Source: an optimization exercise on an open RTL-to-GDS flow (aim: small area). Production flows keep margins and buffers that such runs may drop.
Where RTL was checked, it was by simulation tests only, not by an equivalence proof against the original.
No functional check of the RTL was part of run 2.
Power is estimated from default activity; no workload was simulated.

==> flow/design.v <==
module regfile_sb #(
  parameter int N  = 5,
  parameter int W  = 32,
  parameter int NR = 2
) (
  input  logic            clk,
  input  logic            rst,
  input  logic [NR*N-1:0] rd_addr,
  output logic [NR*W-1:0] rd_data,
  output logic [NR-1:0]   rd_ready,
  input  logic            we,
  input  logic [N-1:0]    wr_addr,
  input  logic [W-1:0]    wr_data,
  input  logic            alloc,
  input  logic [N-1:0]    alloc_addr,
  input  logic            clear_req,
  output logic            clear_busy,
  output logic            clear_done
);
  localparam int DEPTH = 2**N;
  logic [W-1:0]     r_regs [1:DEPTH-1];
  logic [DEPTH-1:0] r_valid;
  logic [DEPTH-1:0] r_busy;
  logic [N-1:0]     r_cnt;
  logic             r_clear_busy;
  logic             r_clear_done;
  logic [DEPTH-1:0] wr_dec;
  logic [DEPTH-1:0] al_dec;
  logic [DEPTH-1:0] wr_dec_n;
  logic [3:0] wr_lo;
  logic [DEPTH/4-1:0] wr_hi;
  always_comb begin
    for (int m = 0; m < 4; m++) wr_lo[m] = (wr_addr[1:0] == 2'(m));
    for (int j = 0; j < DEPTH/4; j++) wr_hi[j] = we && (wr_addr[N-1:2] == (N-2)'(j));
    for (int i = 0; i < DEPTH; i++) al_dec[i] = alloc && (alloc_addr == N'(i)) && (i != 0);
  end
  assign wr_dec[0]   = 1'b0;
  assign wr_dec_n[0] = 1'b1;
  for (genvar i = 1; i < DEPTH; i++) begin : g_wdec
    regfile_sb_and2  u_en  (.a(wr_hi[i/4]), .b(wr_lo[i%4]), .y(wr_dec[i]));
    regfile_sb_nand2 u_enn (.a(wr_hi[i/4]), .b(wr_lo[i%4]), .y(wr_dec_n[i]));
  end
  for (genvar i = 1; i < DEPTH; i++) begin : g_regs
    logic [W-1:0] nxt;
    for (genvar b = 0; b < W; b++) begin : g_bit
      regfile_sb_a22o u_hold (.a1(wr_dec[i]), .a2(wr_data[b]), .b1(wr_dec_n[i]), .b2(r_regs[i][b]), .y(nxt[b]));
    end
    always_ff @(posedge clk) r_regs[i] <= nxt;
  end
  always_ff @(posedge clk or negedge rst) begin
    if (!rst) begin
      r_valid      <= '0;
      r_busy       <= '0;
      r_cnt        <= '0;
      r_clear_busy <= 1'b0;
      r_clear_done <= 1'b0;
    end else begin
      r_clear_done <= 1'b0;
      if (!r_clear_busy) begin
        r_valid <= r_valid | wr_dec;
        r_busy  <= (r_busy & ~wr_dec) | al_dec;
        if (clear_req) r_clear_busy <= 1'b1;
      end else begin
        r_valid <= '0;
        r_busy  <= '0;
        r_cnt   <= r_cnt + N'(1);
        if (r_cnt == N'(DEPTH - 1)) begin
          r_clear_busy <= 1'b0;
          r_clear_done <= 1'b1;
        end
      end
    end
  end
  logic [DEPTH-1:0] rd_ok;
  always_comb begin
    rd_ok[0] = 1'b0;
    for (int i = 1; i < DEPTH; i++) rd_ok[i] = r_valid[i] && !wr_dec[i] && !r_clear_busy;
  end
  for (genvar k = 0; k < NR; k++) begin : g_rd
    logic [N-1:0]     ra;
    logic             az, fwd;
    logic [DEPTH-1:0] ra_dec;
    logic [DEPTH-1:0] sel;
    logic [3:0]       ra_lo;
    logic [DEPTH/4-1:0] ra_hi;
    logic             rdy;
    assign ra = rd_addr[k*N +: N];
    assign az = (ra == '0);
    assign fwd = we && (wr_addr == ra);
    always_comb begin
      for (int m = 0; m < 4; m++) ra_lo[m] = (ra[1:0] == 2'(m));
      for (int j = 0; j < DEPTH/4; j++) ra_hi[j] = (ra[N-1:2] == (N-2)'(j));
      for (int i = 0; i < DEPTH; i++) ra_dec[i] = (ra == N'(i));
      rdy    = 1'b0;
      for (int i = 1; i < DEPTH; i++) rdy = rdy | (ra_dec[i] && !r_busy[i]);
    end
    assign sel[0] = fwd && !az && !r_clear_busy;
    for (genvar i = 1; i < DEPTH; i++) begin : g_sel
      regfile_sb_and3 u_sel (.a(ra_hi[i/4]), .b(ra_lo[i%4]), .c(rd_ok[i]), .y(sel[i]));
    end
    for (genvar b = 0; b < W; b++) begin : g_bit
      logic [DEPTH-1:0] col;
      assign col[0] = wr_data[b];
      for (genvar i = 1; i < DEPTH; i++) begin : g_col
        assign col[i] = r_regs[i][b];
      end
      regfile_sb_rdbit u_rd (.s(sel), .d(col), .y(rd_data[k*W + b]));
    end
    assign rd_ready[k] = az || (!r_clear_busy && (fwd || rdy));
  end
  assign clear_busy = r_clear_busy;
  assign clear_done = r_clear_done;
endmodule
module regfile_sb_a22o (
  input  logic a1, a2, b1, b2,
  output logic y
);
  assign y = (a1 & a2) | (b1 & b2);
endmodule
module regfile_sb_and2 (
  input  logic a, b,
  output logic y
);
  assign y = a & b;
endmodule
module regfile_sb_nand2 (
  input  logic a, b,
  output logic y
);
  assign y = ~(a & b);
endmodule
module regfile_sb_and3 (
  input  logic a, b, c,
  output logic y
);
  assign y = a & b & c;
endmodule
module regfile_sb_aoi222 (
  input  logic a1, a2, b1, b2, c1, c2,
  output logic y
);
  assign y = ~((a1 & a2) | (b1 & b2) | (c1 & c2));
endmodule
module regfile_sb_nand4 (
  input  logic a, b, c, d,
  output logic y
);
  assign y = ~(a & b & c & d);
endmodule
module regfile_sb_or3 (
  input  logic a, b, c,
  output logic y
);
  assign y = a | b | c;
endmodule
module regfile_sb_rdbit (
  input  logic [31:0] s,
  input  logic [31:0] d,
  output logic        y
);
  logic [11:0] g;
  for (genvar k = 0; k < 10; k++) begin : g_aoi
    regfile_sb_aoi222 u (.a1(s[3*k]), .a2(d[3*k]), .b1(s[3*k+1]), .b2(d[3*k+1]),
                         .c1(s[3*k+2]), .c2(d[3*k+2]), .y(g[k]));
  end
  regfile_sb_nand2 u_n30 (.a(s[30]), .b(d[30]), .y(g[10]));
  regfile_sb_nand2 u_n31 (.a(s[31]), .b(d[31]), .y(g[11]));
  logic [2:0] h;
  for (genvar k = 0; k < 3; k++) begin : g_nand
    regfile_sb_nand4 u (.a(g[4*k]), .b(g[4*k+1]), .c(g[4*k+2]), .d(g[4*k+3]), .y(h[k]));
  end
  regfile_sb_or3 u_o (.a(h[0]), .b(h[1]), .c(h[2]), .y(y));
endmodule
==> flow/flow/run.sh <==
#!/bin/bash
# Own layout flow: the standard flow (standard.sh), with these changes to the
# ORFS steps it runs:
#  - port buffers use the smallest buffer cell (every port still gets a buffer);
#  - clock tree synthesis clusters more sinks per buffer and inserts no dummy loads;
# Each tool's output goes to a log file of its own in this folder.
set -euo pipefail
export BUFFER_PORTS_ARGS="-buffer_cell sky130_fd_sc_hd__buf_1"
export CTS_ARGS="-sink_clustering_enable -repair_clock_nets -dont_use_dummy_load -sink_clustering_size 18 -sink_clustering_max_diameter 50 -buf_list sky130_fd_sc_hd__clkbuf_8"
bash standard.sh synth > synth.log 2>&1
bash standard.sh > layout.log 2>&1
==> flow/standard.sh <==
#!/bin/bash
# synth_recipe.tcl (not shown) runs the flow's synth.tcl, then flattens the netlist and writes it again
# the make line also repeats each setting of config.mk as NAME=value (left out here)
make -C /OpenROAD-flow-scripts/flow DESIGN_CONFIG=/design/flow/config.mk WORK_HOME=/design/flow/orfs CLKGATE_MAP_FILE= SYNTH_SCRIPT=/design/flow/synth_recipe.tcl "${@:-finish}"
==> flow/config.mk <==
export PLATFORM = sky130hd
export DESIGN_NAME = regfile_sb
export DESIGN_NICKNAME = regfile_sb
export VERILOG_FILES = /design/flow/design.v
export SDC_FILE = /design/flow/constraint.sdc
export NUM_CORES = 4
export LEC_CHECK = 0
export CAP_MARGIN = 10
export CORE_MARGIN = 2
export CORE_UTILIZATION = 40
export PLACE_DENSITY = 0.8
export SETUP_SLACK_MARGIN = 0.3
export SLEW_MARGIN = 10
export SYNTH_HIERARCHICAL = 1
==> flow/constraint.sdc <==
create_clock -name core_clock -period 6.5 [get_ports {clk}]
set_input_delay 1.3000 -clock core_clock [delete_from_list [all_inputs] [get_ports {clk}]]
set_output_delay 1.3000 -clock core_clock [all_outputs]
set_load 0.01 [all_outputs]
==> reports/summary.md, run 1 <==
The run finished with no timing, DRC or antenna violations. The routed via count divided by cell count is 8.21. The worst-skew pair later-pin latency came out at 0.78 ns. The clock passes through at most 3 buffers. For the count of final max-slew check failures, the log shows 0. Cells with a size suffix above 1 make up 9.11% of the layout. The number of antenna-violating nets in the routed design is 0.

The H-tree was split into 3 levels. The logs give 3607 for the post-synth net total and 3.91 ns for the register-to-register path setup slack. Of all flip-flops after synthesis, the portion carrying an async set or reset was 6.50%. The tools report the number of antenna violations at the first check in global routing as 13.

The number of endpoints failing setup at the final stage is 0, and the area of placed instances is 0.0452 mm^2. The final layout contains 3979 nets. The transition at the pin with the smallest max-transition slack was 1.30 ns. Counting flops and latches in the post-synthesis netlist gives 1061. The area growth from synthesis to final layout is 11.6%, and the final-report hold violation count is 0.

The Yosys step of the flow raised 9 warnings. The run gives 18.8 nW as the static power due to leakage. For this design, the sink count on the clock tree is 1061.

The die is 327 um tall. After floorplanning, the core was divided into 118 placement rows. Headroom to the max-slew limit came out at 13.0%.

The class of the most critical hold timing path was flop to flop. The number of cells on the worst hold path was 1. The number of distinct library cells after synthesis is 58, and the worst setup skew after layout is 0.0528 ns.

The die width came out at 327 um. The initial utilization of the core area, before any placement, comes to 40.3%. The average instance in the mapped netlist occupies 11.7 um^2. The tools report the HPWL after detailed placement as 109000 um. The die covers 0.107 mm^2. The run gives 0 as the DRC violations left. The kind of critical path was input port to primary output.

IR analysis of the VDD net gives a maximum drop of 0.186 mV. The worst path uses 96.5% of the clock period. The most used flip-flop cell after synthesis is sky130_fd_sc_hd__dfxtp_1. For the worst flop-to-flop path, the logic depth is 5. The via count of the first global-routing pass was 41037. The count of vias placed by the detailed router is 43583, and the area share of the largest cell type after synthesis is 47.7%.

Quantity of I/O buffers inserted on ports: 124. For the worst setup path, the data required time is 5.20 ns. The total of max-cap violations came out at 0. In the final routed layout, each cell accounts on average for 36.4 um. Hold timing on the final database bottoms out at a slack of 0.492 ns.

The smallest clock period supported by the final layout is computed as 6.27 ns. Post-CTS clock slew at the launch and capture registers of the worst setup and hold paths: 0.06 ns. The final instance count without filler cells is 5308, and the global routing usage summed across all routing layers is 34.0%.

TritonCTS built the clock tree. The total non-filler cell area in the finished layout came out at 0.0465 mm^2. For this design, the CTS-stage hold fixing added 0 buffers. The mapped netlist covers 0.0416 mm^2. The first TritonRoute pass finished after 17 iterations.

The maximum fanout count along the critical path is 32. STA classifies the critical path endpoint as a primary output. The global placer's final weighted congestion is 0.968. The routed design has 193000 um of wire. The tools report the setup TNS after final layout as 0 ns.

In the post-synthesis netlist, the biggest area contributors are sky130_fd_sc_hd__dfxtp_1, sky130_fd_sc_hd__a22o_1, sky130_fd_sc_hd__a222oi_1. Power density over cell area: 293 mW/mm^2. The run gives 11830 as the starting DRC count in detailed routing. The worst setup path is launched from an input port. Setup repair after global routing could not meet its margin everywhere.

For the achievable frequency, the log shows 159 MHz. The most common cell in the synthesized netlist is sky130_fd_sc_hd__a22o_1. In this run, CTS created clock tree buffers numbering 85. The number of flops mapped to enable cells by yosys was 0.

The cell accounting for the most synthesized area is sky130_fd_sc_hd__dfxtp_1. The share of the Yosys chip area taken by registers is 51.9%. The cell sitting at the root of the clock tree is a sky130_fd_sc_hd__clkbuf_8. Counting instances in the post-synthesis netlist gives the leading cell types as sky130_fd_sc_hd__a22o_1, sky130_fd_sc_hd__dfxtp_1, sky130_fd_sc_hd__a222oi_1, sky130_fd_sc_hd__nand4_1, sky130_fd_sc_hd__nand2_1. The tools report the area of the core region as 0.103 mm^2. Synthesis handed over a netlist of 3548 instances. The run gives 5213 as the total placed cells including tap cells.

The remaining global-route overflow came out at 0. Entering global routing, the biggest net connects 70 pins. The logs give 4.97 ns for the arrival time of data at the critical path endpoint and 275000 um for the wire length of the first global-routing pass.

125 I/O pins were placed.
==> final timing paths <==
path	from	endpoint
worst max-delay path	wr_addr[4]	rd_data[7]
worst min-delay path	r_cnt[3]	r_cnt[3]
worst max register to register	r_clear_busy	r_busy[7]
worst min register to register	r_cnt[3]	r_cnt[3]
max in group asynchronous	rst	r_busy[22]
min in group asynchronous	rst	r_busy[11]
==> Yosys stat by module (local to each module, per instance), excerpt <==
module	cells	cell area (um^2)	copies in the design
regfile_sb	1408	23700	1
regfile_sb_aoi222	1	10.0	640
regfile_sb_nand2	1	3.75	159
regfile_sb_and2	1	6.26	31
regfile_sb_nand4	1	6.26	192
regfile_sb_a22o	1	8.76	992
regfile_sb_or3	1	6.26	64
regfile_sb_and3	1	6.26	62
==> critical path, stage by stage <==
cell and delay [ns]:
sky130_fd_sc_hd__buf_1 0.13, sky130_fd_sc_hd__nand2b_1 0.31, sky130_fd_sc_hd__nor2_1 0.52, sky130_fd_sc_hd__and2_2 0.25
sky130_fd_sc_hd__nor2_1 0.06, sky130_fd_sc_hd__and2_1 0.20, sky130_fd_sc_hd__and3_2 0.57, sky130_fd_sc_hd__a222oi_1 0.50
sky130_fd_sc_hd__nand4_1 0.32, sky130_fd_sc_hd__or3_1 0.60, sky130_fd_sc_hd__buf_1 0.19
==> cell families after synthesis <==
kind of cell    after synthesis  share of synthesized area, %
xor+xnor                     13                         0.274
mux                          21                         0.715
fa+ha+maj                     2                        0.0601
simple gates                721                          9.14
flops                      1061                          51.9
buf+inv                      39                         0.469
compound gates             1691                          37.5
==> state kept, by name, summed over array words and instances, names as in the netlist <==
register and count:
r_regs 992, r_clear_done 1, r_clear_busy 1, r_busy 31, r_cnt 5, r_valid 31
==> power by group <==
| part | switching, W | internal [W] | total [W] |
|---|---|---|---|
| clock network | 0.00217 | 0.00117 | 0.00334 |
| logic | 0.000651 | 0.000875 | 0.00153 |
| registers | 0.000992 | 0.00774 | 0.00873 |
| total | 0.00381 | 0.00979 | 0.0136 |
==> layer usage <==
layer | GRT usage (%) | vias to the layer above | part of all wire (%)
met5 | 2.80 | - | 0.24
met4 | 23.7 | 18 | 9.1
met3 | 18.3 | 1297 | 20
met1 | 41.8 | 20604 | 33
met2 | 44.6 | 4970 | 38
li1 | - | 16694 | -
==> cell type report <==
cell class                 count  area (um^2)
timing repair buffer         311         1960
clock buffer                  85         1170
inverter                      13         48.8
antenna                       10         25.0
tap                         1380         1730
fill                        9511        56900
multi-input combinational   2448        19900
sequential                  1061        21600
==> through the flow <==
stage / utilization (%) / setup slack (ns) / total power [W]
final: 45.0 / 0.225 / 0.0136
after CTS: 44.9 / 0.407 / 0.0134
after global placement: 43.8 / 0.446 / 0.0101
after global routing: 44.9 / 0.214 / 0.0140
after detailed placement: 43.8 / 0.410 / 0.0103
after floorplan: - / 0.729 / 0.00965
==> layout by cell type (no fill, tap or decap), types with 36 or more instances in the layout <==
master / n
sky130_fd_sc_hd__a22o_1: 1015
sky130_fd_sc_hd__dfxtp_1: 992
sky130_fd_sc_hd__a222oi_1: 640
sky130_fd_sc_hd__nand4_1: 193
sky130_fd_sc_hd__buf_4: 181
sky130_fd_sc_hd__nand2_1: 171
sky130_fd_sc_hd__buf_1: 114
sky130_fd_sc_hd__nor2_1: 111
sky130_fd_sc_hd__clkbuf_8: 85
sky130_fd_sc_hd__dfrtp_1: 68
sky130_fd_sc_hd__or3_1: 62
sky130_fd_sc_hd__and3_1: 45
sky130_fd_sc_hd__and2_1: 36
==> repair_timing <==
action                                  CTS  global route
resized for setup                         0            14
setup buffers                             0             0
endpoints found under the setup margin    0            17
==> inputs of run 2 (changes only) <==
--- a/flow/design.v
+++ b/flow/design.v
@@ -143,2 +143,8 @@
 endmodule
+module regfile_sb_aoi211 (
+  input  logic a1, a2, b1, c1,
+  output logic y
+);
+  assign y = ~((a1 & a2) | b1 | c1);
+endmodule
 module regfile_sb_nand4 (
@@ -149,8 +155,2 @@
 endmodule
-module regfile_sb_or3 (
-  input  logic a, b, c,
-  output logic y
-);
-  assign y = a | b | c;
-endmodule
 module regfile_sb_rdbit (
@@ -160,14 +160,13 @@
 );
-  logic [11:0] g;
+  logic [9:0] g;
   for (genvar k = 0; k < 10; k++) begin : g_aoi
-    regfile_sb_aoi222 u (.a1(s[3*k]), .a2(d[3*k]), .b1(s[3*k+1]), .b2(d[3*k+1]),
-                         .c1(s[3*k+2]), .c2(d[3*k+2]), .y(g[k]));
+    regfile_sb_aoi222 u (.a1(s[3*k+1]), .a2(d[3*k+1]), .b1(s[3*k+2]), .b2(d[3*k+2]),
+                         .c1(s[3*k+3]), .c2(d[3*k+3]), .y(g[k]));
   end
-  regfile_sb_nand2 u_n30 (.a(s[30]), .b(d[30]), .y(g[10]));
-  regfile_sb_nand2 u_n31 (.a(s[31]), .b(d[31]), .y(g[11]));
-  logic [2:0] h;
-  for (genvar k = 0; k < 3; k++) begin : g_nand
-    regfile_sb_nand4 u (.a(g[4*k]), .b(g[4*k+1]), .c(g[4*k+2]), .d(g[4*k+3]), .y(h[k]));
-  end
-  regfile_sb_or3 u_o (.a(h[0]), .b(h[1]), .c(h[2]), .y(y));
+  logic h1, h2, n1, n4;
+  regfile_sb_nand4  u_h1 (.a(g[0]), .b(g[1]), .c(g[2]), .d(g[3]), .y(h1));
+  regfile_sb_nand4  u_h2 (.a(g[4]), .b(g[5]), .c(g[6]), .d(g[7]), .y(h2));
+  regfile_sb_aoi211 u_n1 (.a1(s[0]), .a2(d[0]), .b1(h1), .c1(h2), .y(n1));
+  regfile_sb_nand2  u_n4 (.a(s[31]), .b(d[31]), .y(n4));
+  regfile_sb_nand4  u_y  (.a(n1), .b(g[8]), .c(g[9]), .d(n4), .y(y));
 endmodule
==> flow/flow/run.sh (replaced) <==
#!/bin/bash
# Own layout flow: the standard flow (standard.sh), with these changes to the
# ORFS steps it runs:
#  - synthesis: ABC maps with a small output load (ABC_LOAD_IN_FF), so that gates
#    are not upsized in synthesis; placement's repair sizes and buffers nets as needed;
#  - port buffers use the smallest buffer cell (every port still gets a buffer);
#  - clock tree synthesis clusters more sinks per buffer and inserts no dummy loads.
# Each tool's output goes to a log file of its own in this folder.
set -euo pipefail
export BUFFER_PORTS_ARGS="-buffer_cell sky130_fd_sc_hd__buf_1"
export CTS_ARGS="-sink_clustering_enable -repair_clock_nets -dont_use_dummy_load -sink_clustering_size 16 -sink_clustering_max_diameter 60 -buf_list sky130_fd_sc_hd__clkbuf_8"
bash standard.sh ABC_LOAD_IN_FF=0.005 synth > synth.log 2>&1
bash standard.sh ABC_LOAD_IN_FF=0.005 > layout.log 2>&1
--- a/flow/config.mk
+++ b/flow/config.mk
@@ -10,3 +10,2 @@
 export CORE_UTILIZATION = 40
-export PLACE_DENSITY = 0.8
 export SETUP_SLACK_MARGIN = 0.3
==> run 2 against run 1 <==
Largest power group unchanged. Sequential power hardly changed. Clock power is 6.6% higher. Largest cell class unchanged. Maximum frequency is 0.62% lower. Register-to-register slack better by 0.24 ns. Clock skew is 0.0043 ns lower. Routed wire length is 4.9% higher. Sequential share of layout area is 0.27 points lower.
==> reports/summary.md, run 2 <==
The tools report the sequential element share of the synthesized area as 52.0% (+0.18 points). The fraction of the cycle the final worst path needs is 97.1% (+0.61 points), and the total non-filler cell area in the finished layout is 0.0467 mm^2 (+0.58%). Total wire length after detailed routing: 203000 um (+4.9%). The logs give 158 MHz (-0.62%) for the achievable frequency and 0.0452 mm^2 (-0.12%) for the area of placed instances.

The area enclosed by the die boundary was 0.106 mm^2 (-0.34%); the count of final max-slew check failures was 0 (unchanged). The run gives 3543 (-1.8%) as the post-synth net total. The library cell used most frequently in the layout, excluding fill and tap cells, is sky130_fd_sc_hd__a22o_1. Predominant post-synthesis flop cell: sky130_fd_sc_hd__dfxtp_1. r_regs holds more flip-flops than any other register. Setup TNS after final layout: 0 ns (unchanged).

The number of sinks driven by the clock tree was 1061 (unchanged). The post-CTS setup repair buffer count is 0 (unchanged), and the DRC violations left is 0 (unchanged). For the largest net degree at the start of global routing, the log shows 70 (unchanged). The tools report the starting DRC count in detailed routing as 9309 (-21%). The arrival time of data at the critical path endpoint is 5.01 ns (+0.04 ns). The hold buffer count at cts came out at 0 (unchanged). The vertical extent of the die was 326 um (-0.17%); the final-report hold violation count was 0 (unchanged).

The number of cell instances on the worst register-to-register path is 3 (-2), and the flip-flop and latch count after synthesis is 1061 (unchanged). The flow ran to the end and the layout has no timing, DRC or antenna violations. Number of nets in the layout: 3925 (-1.4%). The library cell with the highest instance count after synthesis is sky130_fd_sc_hd__a22o_1. The tools report the number of antenna violations at the first check in global routing as 5 (-8). The number of buffers created by CTS came out at 95 (+12%). Total standard cell area after synthesis: 0.0415 mm^2 (-0.35%).

In the final layout, the registers with the most flip-flops are r_regs: 992 flops, r_busy: 31 flops, r_valid: 31 flops. The run gives 5.20 ns (about the same) as the worst path required time. The kind of critical path was input port to primary output. In the layout the commonest cells are sky130_fd_sc_hd__a22o_1, sky130_fd_sc_hd__dfxtp_1, sky130_fd_sc_hd__a222oi_1, sky130_fd_sc_hd__nand4_1, sky130_fd_sc_hd__buf_4. First-pass iteration count of the detailed router: 22 (+5).

The filler cell count in the final layout was 9469 (-0.44%). In this run the clock root is driven by a sky130_fd_sc_hd__clkbuf_8. The global routing usage summed across all routing layers was 36.3% (+2.2 points); the area of the core region was 0.103 mm^2 (-0.14%). The number of buffers between clock root and the deepest sink is 3 (unchanged), and the count of mapped cells out of synthesis is 3484 (-1.8%). The tools report the initial standard-cell utilization of the core as 40.2% (-0.083 points). The remaining global-route overflow is 0 (unchanged), and the total of max-cap violations is 0 (unchanged).

Sorting the synthesized cells by how often they occur yields sky130_fd_sc_hd__a22o_1, sky130_fd_sc_hd__dfxtp_1, sky130_fd_sc_hd__a222oi_1, sky130_fd_sc_hd__nand4_1, sky130_fd_sc_hd__nor2_1. The tools report the maximum vdd drop as 0.164 mV (-12%). The number of flops mapped to enable cells by yosys was 0 (unchanged); the count of vias placed by the detailed router was 41256 (-5.3%).

The number of cells on the worst hold path is 1 (unchanged), and the area share of the largest cell type after synthesis is 47.9% (+0.17 points). The maximum fanout count along the critical path works out to 32 (unchanged). The static power due to leakage was 18.6 nW (-1.3%); the transition at the pin with the smallest max-transition slack was 1.29 ns (-0.0148 ns). The logs give 38882 (-5.3%) for the via count of the first global-routing pass and 118000 um (+8.4%) for the HPWL after detailed placement.

The post-CTS clock slew at the launch and capture registers of the worst setup and hold paths came out at 0.06 ns (about the same). sky130_fd_sc_hd__dfxtp_1 takes more of the synthesized area than any other cell. The number of core rows is 118 (unchanged).

The startpoint class of the critical path is an input port. The CTS H-tree depth came out at 3 (unchanged). In this run the worst hold path is classified as flop to flop. TritonCTS built the clock tree. STA classifies the critical path endpoint as a primary output. The flip-flop count of the largest register after layout was 992 (unchanged). The area growth from synthesis to final layout is 12.7%.

Number of placed I/O pins: 125 (unchanged). The quantity of I/O buffers inserted on ports works out to 124 (unchanged). The tools report the number of endpoints failing setup at the final stage as 0 (unchanged). The logs give 0 (unchanged) for the number of antenna-violating nets in the routed design and 0.0485 ns (-0.00428 ns) for the worst setup skew after layout. The minimum clock period after layout is 6.31 ns (+0.0394 ns), and the number of warnings printed during yosys synthesis is 9 (unchanged). The global placer's final weighted congestion came out at 0.968 (about the same).

The number of distinct library cells after synthesis is 57 (-1.7%). The share of flip-flops with an asynchronous set or reset works out to 6.50% (unchanged). The mean instance size in the synthesized netlist works out to 11.9 um^2 (+1.5%).

Power density over cell area: 296 mW/mm^2 (+1.2%). The fraction of final layout cells sized beyond drive strength 1 came out at 12.0% (+2.9 points). The tools report the worst-skew pair later-pin latency as 0.76 ns (-0.02 ns). The average wire length per cell after detail routing was 38.7 um (+6.2%).

Routed via count divided by cell count: 7.87 (-4.2%). Ranked by total cell area, the synthesized netlist is headed by sky130_fd_sc_hd__dfxtp_1, sky130_fd_sc_hd__a22o_1, sky130_fd_sc_hd__a222oi_1. For the wire length of the first global-routing pass, the log shows 285000 um (+3.9%).

The die width works out to 326 um (-0.17%). Setup repair after global routing could not meet its margin everywhere. The logs give 4.15 ns (+0.24 ns) for the register-to-register path setup slack and 14.0% (+0.99 points) for the worst-case headroom to the max-slew limit.
run 2: cell types whose count changed after synthesis, sizes merged:
cell / before / now
clkbuf: 9 / 16
or3: 64 / 0
nand2b: 8 / 7
nand2: 171 / 107
buf: 17 / 10
a211oi: 1 / 65
or2b: 0 / 1
run 2: worst max-delay path, stage by stage:
cell                       delay, ns
sky130_fd_sc_hd__buf_1          0.48
sky130_fd_sc_hd__nor2_1         0.44
sky130_fd_sc_hd__and3_2         0.66
sky130_fd_sc_hd__a222oi_1       0.77
sky130_fd_sc_hd__nand4_1        0.62
sky130_fd_sc_hd__a211oi_1       0.39
sky130_fd_sc_hd__nand4_1        0.14
sky130_fd_sc_hd__buf_1          0.16
run 2: worst paths after layout:
| path | from | to |
|---|---|---|
| max in group asynchronous | rst | r_clear_busy |
| hold reg to reg | r_cnt[3] | r_cnt[3] |
| min in group asynchronous | rst | r_clear_done |
| setup reg to reg | r_clear_busy | r_busy[11] |
| setup / recovery | rd_addr[1] | rd_data[26] |
| hold / removal | r_cnt[3] | r_cnt[3] |
run 2: area by class of cell:
type	count	area, um^2	share of cell area (%)
tap	1380	1730	3.69
clock buffer	95	1310	2.80
timing repair buffer	311	1990	4.26
multi-input combinational	2384	20100	42.9
antenna	1	2.50	0.00535
sequential	1061	21600	46.2
inverter	13	48.8	0.104
run 2: kinds of logic after synthesis:
kind of cell | after synthesis | synth area share (%)
buf+inv | 39 | 0.540
xor+xnor | 13 | 0.275
flops | 1061 | 52.0
compound gates | 1755 | 38.7
mux | 21 | 0.718
fa+ha+maj | 2 | 0.0603
simple gates | 593 | 7.62
run 2: report_power, final:
| group | switching [W] | internal, W |
|---|---|---|
| clock network | 0.00226 | 0.00130 |
| logic | 0.000645 | 0.000875 |
| registers | 0.00102 | 0.00774 |
| total | 0.00393 | 0.00992 |
run 2: repair_timing:
| item | in CTS | in global routing |
|---|---|---|
| pin swaps | 1 | 34 |
| gates resized for setup | 8 | 49 |
| setup endpoints to repair | 8 | 55 |
run 2: routing by layer:
metal / global-route usage (%) / wire (um)
met2: 53.1 / 84900
met1: 45.4 / 73700
met3: 13.9 / 31200
met4: 20.4 / 12600
met5: 2.97 / 489
run 2: per-module statistics from Yosys (local to each module, per instance), a selection:
module            cells  cell area (um^2)  times used  flops+latches
regfile_sb_nand4      1              6.26         192              0
regfile_sb_and2       1              6.26          31              0
regfile_sb_and3       1              6.26          62              0
regfile_sb_nand2      1              3.75          95              0
regfile_sb_a22o       1              8.76         992              0
regfile_sb         1408             23800           1           1061
run 2: stage by stage:
step	hold WS, ns	setup slack (ns)	utilization (%)	instances	total power (W)
after global placement	0.457	0.0879	43.8	5149	0.0102
final	0.474	0.186	45.3	5245	0.0138
after floorplan	0.439	0.638	-	3484	0.00966
after global routing	0.497	0.217	45.3	5245	0.0143
after CTS	0.472	0.306	45.1	5244	0.0137
after detailed placement	0.460	0.0670	43.8	5149	0.0103

==> afterwards: timing with drivers on the ports <==
The flow's constraints put no driver on any port. The routed layouts listed below were extracted and timed again, unchanged, in two steps. Step 1, drivers: a clkbuf_16 drives clk and a buf_2 each remaining input, both assumed. Step 2 adds t to the input delays and takes it off the output delays; t is the mean of the earliest and latest rising clock arrival at the registers after step 1. Input paths then give back, and output paths get back, about the clock's delay inside the block. Slacks: ideal / step 1 / step 2; pairs: ideal / step 1.
run | shift t [ns] | setup WS [ns] | worst setup path at the end | clock arrival spread, ns | cell pins on the clock port's net
run 1 | 0.818 | 0.225 / 0.194 / 0.194 | input to output | 0.164 / 0.164 | 1
run 2 | 0.830 | 0.186 / 0.152 / 0.157 | input to output | 0.137 / 0.138 | 1
After both steps every run listed still meets setup and hold. For run 1, which loses most, drivers alone change the setup slack by -0.031 ns; drivers and shift together by -0.031 ns.
